What follows belongs to an exercise in optimizing a design on an open flow for small area, a short achievable clock period and few clock cycles per item; a production flow would make more cautious choices.
The RTL was checked by simulation tests, not by an equivalence proof against the original design.

==> flow/design.v <==
module fme_halfpel_win #(
  parameter int PIX_W = 8,
  parameter int REF_W = 16,
  parameter int REF_H = 16
) (
  input  logic                         clk,
  input  logic                         rst,
  input  logic                         start,
  input  logic [$clog2(REF_W)-1:0]     cx,
  input  logic [$clog2(REF_H)-1:0]     cy,
  output logic                         rd_en,
  output logic [$clog2(REF_W*REF_H)-1:0] rd_addr,
  input  logic [PIX_W-1:0]             rd_data,
  output logic                         busy,
  output logic                         done,
  output logic [9*PIX_W-1:0]           half
);
  localparam int HW = 15;    
  localparam int VW = 20;    
  localparam logic [4:0] W0  = 5'b0_000_0;
  localparam logic [4:0] W1  = 5'b0_001_0;
  localparam logic [4:0] WM4 = 5'b1_000_1;
  localparam logic [4:0] WM5 = 5'b1_001_1;
  localparam logic [4:0] W16 = 5'b0_010_0;
  localparam logic [4:0] W20 = 5'b0_010_1;
  localparam logic [4:0] W36 = 5'b0_100_1;
  function automatic logic [4:0] wt0(input logic [2:0] d, input logic [3:0] ctr);
    if (ctr == 4'd0 && d == 3'd0)       wt0 = W36;
    else if (ctr == 4'd1 && d == 3'd7)  wt0 = W16;
    else if (ctr == 4'd2 && d == 3'd6)  wt0 = WM4;
    else if (ctr == 4'd14 && d == 3'd1) wt0 = WM4;
    else if (ctr == 4'd15 && d == 3'd0) wt0 = W16;
    else case (d)
      3'd5:    wt0 = W1;     
      3'd6:    wt0 = WM5;    
      3'd7:    wt0 = W20;    
      3'd0:    wt0 = W20;
      3'd1:    wt0 = WM5;
      3'd2:    wt0 = W1;
      default: wt0 = W0;
    endcase
  endfunction
  function automatic logic [4:0] wt1(input logic [2:0] d, input logic [3:0] ctr);
    if (ctr == 4'd0 && d == 3'd0)       wt1 = W16;
    else if (ctr == 4'd1 && d == 3'd7)  wt1 = WM4;
    else if (ctr == 4'd13 && d == 3'd2) wt1 = WM4;
    else if (ctr == 4'd14 && d == 3'd1) wt1 = W16;
    else if (ctr == 4'd15 && d == 3'd0) wt1 = W36;
    else case (d)
      3'd6:    wt1 = W1;     
      3'd7:    wt1 = WM5;    
      3'd0:    wt1 = W20;
      3'd1:    wt1 = W20;
      3'd2:    wt1 = WM5;
      3'd3:    wt1 = W1;
      default: wt1 = W0;
    endcase
  endfunction
  function automatic logic [VW-1:0] mac(input logic [VW-1:0] acc, input logic [4:0] w,
                                        input logic [VW-1:0] x);
    logic [VW-1:0] a, b, n;
    n = {VW{w[4]}};
    a = ({VW{w[3]}} & (x << 5)) | ({VW{w[2]}} & (x << 4)) | ({VW{w[1]}} & x);
    b = {VW{w[0]}} & (x << 2);
    mac = acc + (a ^ n) + (b ^ n);
  endfunction
  function automatic logic [PIX_W-1:0] clip5(input logic [HW-1:0] v);
    if (v[HW-1])      clip5 = '0;
    else if (v[HW-2]) clip5 = '1;
    else              clip5 = v[12:5];
  endfunction
  function automatic logic [PIX_W-1:0] clip10(input logic [VW-1:0] v);
    if (v[VW-1])      clip10 = '0;
    else if (v[VW-2]) clip10 = '1;
    else              clip10 = v[17:10];
  endfunction
  function automatic logic neg2_0(input logic [3:0] ctr);
    neg2_0 = !(ctr == 4'd0 || ctr == 4'd1 || ctr == 4'd15);
  endfunction
  function automatic logic neg2_1(input logic [3:0] ctr);
    neg2_1 = !(ctr == 4'd0 || ctr == 4'd14 || ctr == 4'd15);
  endfunction
  function automatic logic [3:0] lo_of(input logic [3:0] p);
    lo_of = (p < 4'd3) ? 4'd0 : p - 4'd3;
  endfunction
  function automatic logic [3:0] hi_of(input logic [3:0] p);
    hi_of = (p > 4'd12) ? 4'd15 : p + 4'd3;
  endfunction
  function automatic logic [3:0] first_of(input logic [3:0] p);
    first_of = (p == 4'd15) ? 4'd12 : p + 4'd1;
  endfunction
  function automatic logic [2:0] dlo_of(input logic [3:0] p);
    dlo_of = (p == 4'd0) ? 3'd0 : (p == 4'd1) ? 3'd7 : (p == 4'd2) ? 3'd6 : 3'd5;
  endfunction
  function automatic logic [2:0] dhi_of(input logic [3:0] p);
    dhi_of = (p == 4'd15) ? 3'd0 : (p == 4'd14) ? 3'd1 : (p == 4'd13) ? 3'd2 : 3'd3;
  endfunction
  function automatic logic [2:0] dfirst_of(input logic [3:0] p);
    dfirst_of = (p == 4'd15) ? 3'd5 : 3'd1;
  endfunction
  logic       accept;
  logic [3:0] cx_q, cy_q;
  logic [3:0] rr, cc;
  logic [2:0] dr, dc;            
  logic       last_a;
  logic       fin;
  assign accept = start & ~busy;
  assign last_a = (dr == 3'd0) && (dc == 3'd0);
  always_ff @(posedge clk or negedge rst) begin
    if (!rst) begin
      busy  <= 1'b0;
      rd_en <= 1'b0;
    end else begin
      busy  <= accept | (busy & ~fin);
      rd_en <= accept | (rd_en & ~last_a);
    end
  end
  always_ff @(posedge clk) begin
    if (!busy) begin
      cx_q <= cx;
      cy_q <= cy;
      rr   <= first_of(cy);
      cc   <= first_of(cx);
      dr   <= dfirst_of(cy);
      dc   <= dfirst_of(cx);
    end else if (rd_en) begin
      if (dc == 3'd0) begin
        cc <= first_of(cx_q);
        dc <= dfirst_of(cx_q);
        if (dr == dhi_of(cy_q)) begin
          rr <= lo_of(cy_q);
          dr <= dlo_of(cy_q);
        end else begin
          rr <= rr + 4'd1;
          dr <= dr + 3'd1;
        end
      end else if (dc == dhi_of(cx_q)) begin
        cc <= lo_of(cx_q);
        dc <= dlo_of(cx_q);
      end else begin
        cc <= cc + 4'd1;
        dc <= dc + 3'd1;
      end
    end
  end
  assign rd_addr = {rr, cc};
  logic       vb, lb;
  logic [2:0] rb, cb;            
  logic [PIX_W-1:0] pix;
  logic       first_b, vflag_b, vnext;
  logic [4:0] a0c, a1c;         
  logic       fstc;             
  logic       vfc;              
  logic       lcc;              
  logic       q1, q2;           
  logic [4:0] nb0, nb1;         
  logic [2:0] tb_d;
  logic [3:0] tb_c;
  logic       w1, w2;           
  assign first_b = (cb == dfirst_of(cx_q));
  assign vflag_b = (cb == 3'd0);
  assign vnext   = vb & vflag_b;
  always_ff @(posedge clk or negedge rst) begin
    if (!rst) begin
      vb   <= 1'b0;
      lb   <= 1'b0;
      fstc <= 1'b0;
      vfc  <= 1'b0;
      lcc  <= 1'b0;
      q1   <= 1'b0;
      q2   <= 1'b0;
      w1   <= 1'b0;
      w2   <= 1'b0;
      fin  <= 1'b0;
      done <= 1'b0;
    end else begin
      vb   <= rd_en;
      lb   <= rd_en & last_a;
      fstc <= vb & first_b;
      vfc  <= vnext;
      lcc  <= lb;
      q1   <= lcc;
      q2   <= q1;
      w1   <= vfc;
      w2   <= w1;
      fin  <= q2;
      done <= fin;
    end
  end
  always_ff @(posedge clk) begin
    rb  <= dr;
    cb  <= dc;
    pix <= rd_data;
    a0c <= !vb ? W0 : vflag_b ? ((cx_q == 4'd0) ? W36 : (cx_q == 4'd15) ? W16 : W20) : nb0;
    a1c <= !vb ? W0 : vflag_b ? ((cx_q == 4'd0) ? W16 : (cx_q == 4'd15) ? W36 : W20) : nb1;
  end
  logic [HW-1:0] h0, h1, h0n, h1n, hold0, hold1;
  logic [PIX_W-1:0] pxh;         
  logic [4:0]    hb0, hb1;       
  logic [VW-1:0] px;
  logic          hn0, hn1;       
  assign px  = VW'(pix);
  assign h0n = HW'(mac(VW'(fstc ? {10'd0, 2'b10, hn0, ~hn0, 1'b0} : h0), a0c, px));
  assign h1n = HW'(mac(VW'(fstc ? {10'd0, 2'b10, hn1, ~hn1, 1'b0} : h1), a1c, px));
  assign tb_d = vflag_b ? rb : cb;
  assign tb_c = vflag_b ? cy_q : cx_q;
  assign nb0  = wt0(tb_d, tb_c);
  assign nb1  = wt1(tb_d, tb_c);
  always_ff @(posedge clk) begin
    if (!busy) begin
      hn0 <= neg2_0(cx);
      hn1 <= neg2_1(cx);
    end
    h0 <= h0n;
    h1 <= h1n;
    if (vfc) begin
      hold0 <= h0n;
      hold1 <= h1n;
    end
    if (vnext) begin
      pxh <= rd_data;
      hb0 <= nb0;
      hb1 <= nb1;
    end
  end
  logic [1:0]    ph, ph_n;
  logic          updv_n, updh_n, upd_n;
  logic [4:0]    uw0, uw1;       
  logic          xs;             
  logic          zi;             
  logic          zn0, zn1;       
  logic [VW-1:0] r00, r01, r02, r10, r11, r12;
  logic [VW-1:0] x0, x1, s0, s1, pv, a0i, a1i;
  logic          fresh;          
  function automatic logic [1:0] mod3_span(input logic [3:0] p);   
    case (p)
      4'd1, 4'd14: mod3_span = 2'd2;                  
      4'd2, 4'd13: mod3_span = 2'd0;                  
      default:     mod3_span = 2'd1;                  
    endcase
  endfunction
  function automatic logic [1:0] ph_start(input logic [3:0] x, input logic [3:0] y);
    logic [1:0] mx, my, n3;
    mx = mod3_span(x);
    my = mod3_span(y);
    n3 = (mx == 2'd0 || my == 2'd0) ? 2'd0 :
         (mx == my) ? 2'd1 : 2'd2;                     
    case (n3)                                          
      2'd0:    ph_start = 2'd1;
      2'd1:    ph_start = 2'd0;
      default: ph_start = 2'd2;
    endcase
  endfunction
  assign ph_n   = !busy ? ph_start(cx, cy) : (ph == 2'd2) ? 2'd0 : ph + 2'd1;
  assign updv_n = (ph_n == 2'd2) & (vnext | vfc | w1);
  assign updh_n = (ph_n != 2'd2) & (vfc | w1 | w2);
  assign upd_n  = updv_n | updh_n;
  always_ff @(posedge clk) begin
    ph    <= ph_n;
    xs    <= (ph_n == 2'd2);
    fresh <= !busy | (fresh & ~w2);
    zi    <= fresh & upd_n;
    zn0   <= (ph_n == 2'd1) ? neg2_1(cy_q) : neg2_0(cy_q);
    zn1   <= (ph_n == 2'd0) ? neg2_0(cy_q) : neg2_1(cy_q);
    uw0   <= !upd_n ? W0 : (ph_n == 2'd0) ? hb0 : (ph_n == 2'd1) ? hb1 : vnext ? nb0 : hb0;
    uw1   <= !upd_n ? W0 : (ph_n == 2'd0) ? hb0 : (ph_n == 2'd1) ? hb1 : vnext ? nb1 : hb1;
  end
  assign pv = VW'({pxh, 5'b0});
  assign x0 = xs ? pv : {{(VW-HW){hold0[HW-1]}}, hold0};
  assign x1 = xs ? pv : {{(VW-HW){hold1[HW-1]}}, hold1};
  assign a0i = zi ? VW'({xs, 6'b0, zn0, ~zn0, 1'b0}) : r00;
  assign a1i = zi ? VW'({xs, 6'b0, zn1, ~zn1, 1'b0}) : r10;
  assign s0 = mac(a0i, uw0, x0);
  assign s1 = mac(a1i, uw1, x1);
  always_ff @(posedge clk) begin
    r00 <= r01;
    r01 <= r02;
    r02 <= s0;
    r10 <= r11;
    r11 <= r12;
    r12 <= s1;
  end
  always_ff @(posedge clk or negedge rst) begin
    if (!rst) half <= '0;
    else if (fin) begin
      half[0*PIX_W +: PIX_W] <= clip10(r01);
      half[1*PIX_W +: PIX_W] <= clip10(r00);
      half[2*PIX_W +: PIX_W] <= clip10(r11);
      half[3*PIX_W +: PIX_W] <= clip5(hold0);
      half[4*PIX_W +: PIX_W] <= pxh;
      half[5*PIX_W +: PIX_W] <= clip5(hold1);
      half[6*PIX_W +: PIX_W] <= clip10(r02);
      half[7*PIX_W +: PIX_W] <= clip10(r10);
      half[8*PIX_W +: PIX_W] <= clip10(r12);
    end
  end
endmodule
==> flow/config.mk <==
export PLATFORM = sky130hd
export DESIGN_NAME = fme_halfpel_win
export DESIGN_NICKNAME = fme_halfpel_win
export VERILOG_FILES = /design/flow/design.v
export SDC_FILE = /design/flow/constraint.sdc
export NUM_CORES = 4
export LEC_CHECK = 0
export ABC_AREA = 1
export CAP_MARGIN = 20
export CORE_MARGIN = 2
export CORE_UTILIZATION = 40
export CTS_CLUSTER_DIAMETER = 150
export CTS_CLUSTER_SIZE = 26
export SLEW_MARGIN = 20
==> flow/constraint.sdc <==
create_clock -name core_clock -period 9.5 [get_ports {clk}]
set_input_delay 1.9000 -clock core_clock [delete_from_list [all_inputs] [get_ports {clk}]]
set_output_delay 1.9000 -clock core_clock [all_outputs]
set_load 0.01 [all_outputs]
standard.sh (not shown) runs the stock make flow with config.mk's settings and CLKGATE_MAP_FILE= SYNTH_SCRIPT=/design/flow/synth_recipe.tcl, a recipe that flattens the netlist after the stock synthesis.
==> flow/flow/run.sh <==
#!/bin/bash
set -euo pipefail
MARGIN=6.0
bash standard.sh SETUP_SLACK_MARGIN=$MARGIN "BUFFER_PORTS_ARGS=-buffer_cell sky130_fd_sc_hd__buf_2" finish > orfs_make.log 2>&1
Testbench counts at the start, summed over its fixed seeds: cycles 17,279, items 384.
==> next run, changes <==
--- a/flow/design.v
+++ b/flow/design.v
@@ -61,12 +61,22 @@
     logic [VW-1:0] a, b, n;
     n = {VW{w[4]}};
     a = ({VW{w[3]}} & (x << 5)) | ({VW{w[2]}} & (x << 4)) | ({VW{w[1]}} & x);
     b = {VW{w[0]}} & (x << 2);
     mac = acc + (a ^ n) + (b ^ n);
   endfunction
+  function automatic logic [VW-1:0] mac2(input logic [VW-1:0] acc,
+      input logic [4:0] wh, input logic [VW-1:0] xh,
+      input logic [4:0] wv, input logic [VW-1:0] xv);
+    logic [VW-1:0] a, b, n;
+    n = {VW{wh[4] | wv[4]}};
+    a = ({VW{wh[3]}} & (xh << 5)) | ({VW{wh[2]}} & (xh << 4)) | ({VW{wh[1]}} & xh) |
+        ({VW{wv[3]}} & (xv << 5)) | ({VW{wv[2]}} & (xv << 4)) | ({VW{wv[1]}} & xv);
+    b = ({VW{wh[0]}} & (xh << 2)) | ({VW{wv[0]}} & (xv << 2));
+    mac2 = acc + (a ^ n) + (b ^ n);
+  endfunction
   function automatic logic [PIX_W-1:0] clip5(input logic [HW-1:0] v);
     if (v[HW-1])      clip5 = '0;
     else if (v[HW-2]) clip5 = '1;
     else              clip5 = v[12:5];
   endfunction
   function automatic logic [PIX_W-1:0] clip10(input logic [VW-1:0] v);
@@ -166,36 +176,34 @@
       lb   <= 1'b0;
       fstc <= 1'b0;
       vfc  <= 1'b0;
       lcc  <= 1'b0;
       q1   <= 1'b0;
       q2   <= 1'b0;
-      w1   <= 1'b0;
-      w2   <= 1'b0;
       fin  <= 1'b0;
       done <= 1'b0;
     end else begin
       vb   <= rd_en;
       lb   <= rd_en & last_a;
       fstc <= vb & first_b;
       vfc  <= vnext;
       lcc  <= lb;
       q1   <= lcc;
       q2   <= q1;
-      w1   <= vfc;
-      w2   <= w1;
       fin  <= q2;
       done <= fin;
     end
   end
   always_ff @(posedge clk) begin
     rb  <= dr;
     cb  <= dc;
     pix <= rd_data;
     a0c <= !vb ? W0 : vflag_b ? ((cx_q == 4'd0) ? W36 : (cx_q == 4'd15) ? W16 : W20) : nb0;
     a1c <= !vb ? W0 : vflag_b ? ((cx_q == 4'd0) ? W16 : (cx_q == 4'd15) ? W36 : W20) : nb1;
+    w1  <= vfc;
+    w2  <= w1;
   end
   logic [HW-1:0] h0, h1, h0n, h1n, hold0, hold1;
   logic [PIX_W-1:0] pxh;         
   logic [4:0]    hb0, hb1;       
   logic [VW-1:0] px;
   logic          hn0, hn1;       
@@ -222,13 +230,14 @@
       hb0 <= nb0;
       hb1 <= nb1;
     end
   end
   logic [1:0]    ph, ph_n;
   logic          updv_n, updh_n, upd_n;
-  logic [4:0]    uw0, uw1;       
+  logic [4:0]    uh0, uh1;       
+  logic [4:0]    uv0, uv1;       
   logic          xs;             
   logic          zi;             
   logic          zn0, zn1;       
   logic [VW-1:0] r00, r01, r02, r10, r11, r12;
   logic [VW-1:0] x0, x1, s0, s1, pv, a0i, a1i;
   logic          fresh;          
@@ -259,22 +268,24 @@
     ph    <= ph_n;
     xs    <= (ph_n == 2'd2);
     fresh <= !busy | (fresh & ~w2);
     zi    <= fresh & upd_n;
     zn0   <= (ph_n == 2'd1) ? neg2_1(cy_q) : neg2_0(cy_q);
     zn1   <= (ph_n == 2'd0) ? neg2_0(cy_q) : neg2_1(cy_q);
-    uw0   <= !upd_n ? W0 : (ph_n == 2'd0) ? hb0 : (ph_n == 2'd1) ? hb1 : vnext ? nb0 : hb0;
-    uw1   <= !upd_n ? W0 : (ph_n == 2'd0) ? hb0 : (ph_n == 2'd1) ? hb1 : vnext ? nb1 : hb1;
+    uh0   <= !updh_n ? W0 : (ph_n == 2'd0) ? hb0 : hb1;
+    uh1   <= !updh_n ? W0 : (ph_n == 2'd0) ? hb0 : hb1;
+    uv0   <= !updv_n ? W0 : vnext ? nb0 : hb0;
+    uv1   <= !updv_n ? W0 : vnext ? nb1 : hb1;
   end
   assign pv = VW'({pxh, 5'b0});
-  assign x0 = xs ? pv : {{(VW-HW){hold0[HW-1]}}, hold0};
-  assign x1 = xs ? pv : {{(VW-HW){hold1[HW-1]}}, hold1};
+  assign x0 = {{(VW-HW){hold0[HW-1]}}, hold0};
+  assign x1 = {{(VW-HW){hold1[HW-1]}}, hold1};
   assign a0i = zi ? VW'({xs, 6'b0, zn0, ~zn0, 1'b0}) : r00;
   assign a1i = zi ? VW'({xs, 6'b0, zn1, ~zn1, 1'b0}) : r10;
-  assign s0 = mac(a0i, uw0, x0);
-  assign s1 = mac(a1i, uw1, x1);
+  assign s0 = mac2(a0i, uh0, x0, uv0, pv);
+  assign s1 = mac2(a1i, uh1, x1, uv1, pv);
   always_ff @(posedge clk) begin
     r00 <= r01;
     r01 <= r02;
     r02 <= s0;
     r10 <= r11;
     r11 <= r12;
Result: Routed wire length came out higher by a little under a tenth. Final cell count went up slightly. Worst setup slack gets worse by 0.057 ns. Non-clock buffer count rises by 2. Fmax drops slightly. Utilization falls by 0.31 points. Clock-buffer cell count drops by 1. Synthesized area goes up slightly. Die area came out higher slightly.
Testbench counts after the change, summed over its fixed seeds: cycles 17,279, items 384.

==> port drivers added, routing unchanged <==
Ports are ideal in the flow. The routed layouts listed here were re-timed in OpenROAD. Step 1 sets driving cells, clkbuf_16 on the clock port and buf_2 on the other inputs (assumed; they add their load-dependent delay and slew). Step 2 adds t to the input delays and takes it off the output delays; t is the mean of the earliest and latest rising clock arrival at the registers after step 1. Input paths then give back, and output paths get back, about the clock's delay inside the block. a / b / c = ideal ports / drivers / drivers and shift; a / b = the first two.
| run | shift t [ns] | slack for setup (ns) | worst setup path at the end | latest minus earliest clock arrival (ns) | cell pins on the clock port's net |
|---|---|---|---|---|---|
| the first run | 0.580 | 6.172 / 6.172 / 5.663 | input to register | 0.028 / 0.028 | 1 |
| the second run | 0.583 | 6.116 / 6.058 / 5.797 | input to register | 0.017 / 0.017 | 1 |
After both steps setup and hold are still met in every run listed. The setup slack of the first run, which loses most, moves by 0.000 ns with the drivers and by -0.509 ns with both steps.
